What follows belongs to an exercise in optimizing a design on an open flow for small area; a production flow would make more cautious choices.
The RTL was checked by simulation tests, not by an equivalence proof against the original design.
No activity file was given, so power comes from the tool's default toggle rates.

==> flow/design.v <==
package reg_file_pkg;
    typedef enum logic [0:0] {
        ST_INIT = 1'b0,    
        ST_RUN  = 1'b1     
    } state_t;
    localparam int ZERO_REG = 0;
endpackage
module reg_file_scoreboard
#(
    parameter int DEPTH = 16
) (
    input  logic             rst,
    input  logic [DEPTH-1:1] set_oh,    
    input  logic [DEPTH-1:1] clr_oh,    
    input  logic [DEPTH-1:1] pending,
    output logic [DEPTH-1:1] pending_d
);
    assign pending_d = rst ? '0 : ((pending & ~clr_oh) | set_oh);
endmodule
import reg_file_pkg::*;
module reg_file_sb
#(
    parameter int DATA_WIDTH = 64,
    parameter int ADDR_WIDTH = 4,
    parameter int BYPASS     = 1
) (
    input  logic                  clk,
    input  logic                  rst,
    output logic                  ready,
    input  logic                  wena,
    input  logic [ADDR_WIDTH-1:0] waddr,
    input  logic [DATA_WIDTH-1:0] wdata,
    input  logic                  resv_en,
    input  logic [ADDR_WIDTH-1:0] resv_addr,
    input  logic [ADDR_WIDTH-1:0] r0addr,
    input  logic [ADDR_WIDTH-1:0] r1addr,
    output logic [DATA_WIDTH-1:0] r0data,
    output logic [DATA_WIDTH-1:0] r1data,
    output logic                  r0busy,
    output logic                  r1busy,
    output reg_file_pkg::state_t  state_dbg
);
    localparam int DEPTH = 1 << ADDR_WIDTH;
    logic [ADDR_WIDTH-1:0] cnt;
    logic                  rdy;
    assign rdy = &cnt;
    always_ff @(posedge clk) begin
        if (rst)       cnt <= '0;
        else if (!rdy) cnt <= cnt + 1'b1;
    end
    assign ready     = rdy;
    assign state_dbg = reg_file_pkg::state_t'(rdy);
    logic [DEPTH-1:1] w_oh, s_oh, a_oh, b_oh;
    always_comb begin
        for (int i = 1; i < DEPTH; i++) begin
            w_oh[i] = wena    && (waddr     == i);
            s_oh[i] = resv_en && (resv_addr == i) && rdy;
            a_oh[i] = (r0addr == i);
            b_oh[i] = (r1addr == i);
        end
    end
    logic [DATA_WIDTH-1:0] regs [1:DEPTH-1];
    logic [DEPTH-1:1]      valid;
    always_ff @(posedge clk) begin
        for (int i = 1; i < DEPTH; i++)
            if (w_oh[i]) regs[i] <= wdata;
    end
    always_ff @(posedge clk) begin
        if (rst || !rdy) valid <= '0;
        else             valid <= valid | w_oh;
    end
    logic [DEPTH-1:1] pending, pending_d;
    reg_file_scoreboard #(.DEPTH(DEPTH)) u_sb (
        .rst       (rst),
        .set_oh    (s_oh),
        .clr_oh    (w_oh),
        .pending   (pending),
        .pending_d (pending_d)
    );
    always_ff @(posedge clk) pending <= pending_d;
    logic [DEPTH-1:1] a_sel, b_sel;
    logic             a_byp, b_byp;
    assign a_byp = rdy && |(a_oh & w_oh);
    assign b_byp = rdy && |(b_oh & w_oh);
    assign a_sel = {(DEPTH-1){rdy}} & a_oh & ~w_oh & valid;
    assign b_sel = {(DEPTH-1){rdy}} & b_oh & ~w_oh & valid;
    for (genvar b = 0; b < DATA_WIDTH; b++) begin : g_bit
        logic [DEPTH-1:1] col;
        for (genvar i = 1; i < DEPTH; i++) begin : g_col
            assign col[i] = regs[i][b];
        end
        reg_file_rdbit #(.N(DEPTH-1)) u_r0 (
            .sel (a_sel), .d (col), .byp (a_byp), .wd (wdata[b]), .y (r0data[b])
        );
        reg_file_rdbit #(.N(DEPTH-1)) u_r1 (
            .sel (b_sel), .d (col), .byp (b_byp), .wd (wdata[b]), .y (r1data[b])
        );
    end
    assign r0busy = rdy && |(a_oh & ~w_oh & pending);
    assign r1busy = rdy && |(b_oh & ~w_oh & pending);
endmodule
module reg_file_rdbit
#(
    parameter int N = 15
) (
    input  logic [N-1:0] sel,
    input  logic [N-1:0] d,
    input  logic         byp,
    input  logic         wd,
    output logic         y
);
    logic [4:0] t_n;    
    logic       b_n;    
    logic       lo;     
    for (genvar g = 0; g < 5; g++) begin : g_aoi
        reg_file_aoi222 u_aoi (
            .a0 (sel[3*g]),   .b0 (d[3*g]),
            .a1 (sel[3*g+1]), .b1 (d[3*g+1]),
            .a2 (sel[3*g+2]), .b2 (d[3*g+2]),
            .y  (t_n[g])
        );
    end
    reg_file_nand2 u_byp (.a (byp), .b (wd), .y (b_n));
    reg_file_nand3 u_lo  (.a (t_n[0]), .b (t_n[1]), .c (t_n[2]), .y (lo));
    reg_file_nand4b u_out (.a_n (lo), .b (t_n[3]), .c (t_n[4]), .d (b_n), .y (y));
endmodule
module reg_file_aoi222 (
    input  logic a0, b0, a1, b1, a2, b2,
    output logic y
);
    assign y = ~((a0 & b0) | (a1 & b1) | (a2 & b2));
endmodule
module reg_file_nand2 (
    input  logic a, b,
    output logic y
);
    assign y = ~(a & b);
endmodule
module reg_file_nand3 (
    input  logic a, b, c,
    output logic y
);
    assign y = ~(a & b & c);
endmodule
module reg_file_nand4b (
    input  logic a_n, b, c, d,
    output logic y
);
    assign y = ~(~a_n & b & c & d);
endmodule
clock: 7.0 ns
lec_check: 0
cap_margin: 20
core_margin: 2
core_utilization: 40
slew_margin: 20
synth_hierarchical: 1
run.sh (not shown) runs the stock make flow with config.mk's settings and CLKGATE_MAP_FILE= SYNTH_SCRIPT=/design/flow/synth_recipe.tcl, a recipe that flattens the netlist after the stock synthesis.
Then changed:
==> flow/flow/run.sh (new file) <==
#!/bin/bash
# Standard layout with two changes:
#  - port buffers use the smallest buffer (buf_1) instead of the resizer's pick
#  - CTS: clkbuf_16 with larger sink clusters and no dummy loads
cp standard.sh standard_sh.log
export BUFFER_PORTS_ARGS="-buffer_cell sky130_fd_sc_hd__buf_1"
export CTS_ARGS="-sink_clustering_enable -repair_clock_nets -buf_list sky130_fd_sc_hd__clkbuf_16 -sink_clustering_size 30 -sink_clustering_max_diameter 100 -dont_use_dummy_load"
bash standard.sh > standard.log 2>&1
==> flow/standard.sh (new file) <==
#!/bin/bash
# synth_recipe.tcl (not shown) runs the flow's synth.tcl, then flattens the netlist and writes it again
# the make line also repeats each setting of config.mk as NAME=value (left out here)
make -C /OpenROAD-flow-scripts/flow DESIGN_CONFIG=/design/flow/config.mk WORK_HOME=/design/flow/orfs CLKGATE_MAP_FILE= SYNTH_SCRIPT=/design/flow/synth_recipe.tcl "${@:-finish}"
removed: flow/run.sh
Result:
- utilization fell by 3.8 points
- first-iteration DRC count rose by 3.0%
- flip-flop and latch count does not change
- area after synthesis does not change
- final cell count fell by 4.4%
- wire length rose by 0.79%
- clock skew rose by 0.033 ns
- setup slack improves by 0.61 ns
- non-clock buffer count fell by 44
- hold slack improves by 0.0095 ns
- global-route usage hardly moves

========
reg_file_sb, a different RTL version from the one above (not shown whole).
Size in the first run: ~2300 cells after synthesis, ~990 flip-flops, ~0.040 sq mm of cells after synthesis.
==> flow/design.v (excerpt) <==
module reg_file_sb
#(
    parameter int DATA_WIDTH = 64,
    parameter int ADDR_WIDTH = 4,
    parameter int BYPASS     = 1
) (
    input  logic                  clk,
    input  logic                  rst,
    output logic                  ready,
    input  logic                  wena,
    input  logic [ADDR_WIDTH-1:0] waddr,
    input  logic [DATA_WIDTH-1:0] wdata,
    input  logic                  resv_en,
    input  logic [ADDR_WIDTH-1:0] resv_addr,
    input  logic [ADDR_WIDTH-1:0] r0addr,
    input  logic [ADDR_WIDTH-1:0] r1addr,
    output logic [DATA_WIDTH-1:0] r0data,
    output logic [DATA_WIDTH-1:0] r1data,
    output logic                  r0busy,
    output logic                  r1busy,
    output reg_file_pkg::state_t  state_dbg
);
Settings: LEC_CHECK=0, CAP_MARGIN=20, CORE_MARGIN=2, CORE_UTILIZATION=40, GPL_TIMING_DRIVEN=0, SLEW_MARGIN=20, SYNTH_HIERARCHICAL=1; clock period 7.0 ns.
standard.sh (not shown) runs the stock make flow with config.mk's settings and CLKGATE_MAP_FILE= SYNTH_SCRIPT=/design/flow/synth_recipe.tcl, a recipe that flattens the netlist after the stock synthesis.
==> flow/flow/run.sh <==
#!/bin/bash
# Standard layout (standard.sh) with these changes, passed as ORFS variables:
#  - before global placement, flow/upsize.tcl gives the small AND gates that
#    drive the read selects and write enables (fanout >= 12) x2 strength
#  - port buffers use the smallest buffer (buf_1) instead of the resizer's pick
cp standard.sh standard_sh.log
export PRE_GLOBAL_PLACE_TCL="$(pwd)/flow/upsize.tcl"
export BUFFER_PORTS_ARGS="-buffer_cell sky130_fd_sc_hd__buf_1"
export CTS_ARGS="-sink_clustering_enable -repair_clock_nets -buf_list sky130_fd_sc_hd__clkbuf_16 -sink_clustering_size 30 -sink_clustering_max_diameter 100 -dont_use_dummy_load"
bash standard.sh > standard.log 2>&1
==> flow/flow/upsize.tcl <==
# Upsize small drivers of high-fanout nets (read selects, write enables)
# to the x2 strength of the same cell, before global placement.
set n 0
foreach inst [[ord::get_db_block] getInsts] {
  set m [[$inst getMaster] getName]
  if {![regexp {^sky130_fd_sc_hd__(and2|and3)_[01]$} $m -> base]} continue
  foreach it [$inst getITerms] {
    if {[$it isOutputSignal] && [$it getNet] ne "NULL"} {
      set fo [expr {[llength [[$it getNet] getITerms]] - 1}]
      if {$fo >= 12} {
        replace_cell [$inst getName] sky130_fd_sc_hd__${base}_2
        incr n
      }
    }
  }
}
puts "upsize.tcl: upsized $n drivers"
Change:
--- a/flow/flow/run.sh
+++ b/flow/flow/run.sh
@@ -8,3 +8,3 @@
 export BUFFER_PORTS_ARGS="-buffer_cell sky130_fd_sc_hd__buf_1"
-export CTS_ARGS="-sink_clustering_enable -repair_clock_nets -buf_list sky130_fd_sc_hd__clkbuf_16 -sink_clustering_size 30 -sink_clustering_max_diameter 100 -dont_use_dummy_load"
+export CTS_ARGS="-sink_clustering_enable -repair_clock_nets -buf_list sky130_fd_sc_hd__clkbuf_8 -sink_clustering_size 18 -sink_clustering_max_diameter 100 -dont_use_dummy_load"
 bash standard.sh > standard.log 2>&1
Result:
- The new run passed the timing, DRC and antenna checks
- area after synthesis is unchanged
- core utilization stays flat
- via count climbs by 0.60%
- total power shrinks by 1.3%
- register-to-register slack hardly moves
- setup slack improves by 0.027 ns
- global-route usage increases by 0.28 points
- clock power decreases by about 4%

## re-timing with driven ports
How much do the figures lean on ideal ports? The routed layouts below were timed once more, with nothing changed but the port constraints. Step 1 (the two cells are an assumption about what drives the block):
set clk [get_ports {clk}]
set_driving_cell -lib_cell sky130_fd_sc_hd__clkbuf_16 $clk
set_driving_cell -lib_cell sky130_fd_sc_hd__buf_2 [delete_from_list [all_inputs] $clk]
Step 2, shift: input delay + t, output delay - t, t = (earliest + latest rising clock arrival at the registers) / 2. This alone moves slack from input paths to output paths. a / b / c = no drivers / after step 1 / after step 2; a / b = the first two.
run	shift t [ns]	slack for setup (ns)	latest minus earliest clock arrival (ns)	cell pins on the clock port's net
the first run of note 1	0.735	0.222 / 0.201 / 0.201	0.023 / 0.022	1
the second run of note 1	0.675	0.836 / 0.772 / 0.799	0.069 / 0.069	1
the first run of note 2	0.663	0.472 / 0.441 / 0.441	0.091 / 0.091	1
the second run of note 2	0.776	0.499 / 0.468 / 0.468	0.070 / 0.069	1
After both steps setup and hold are still met in every run listed. For the second run of note 1, which loses most, drivers alone change the setup slack by -0.064 ns; drivers and shift together by -0.037 ns.
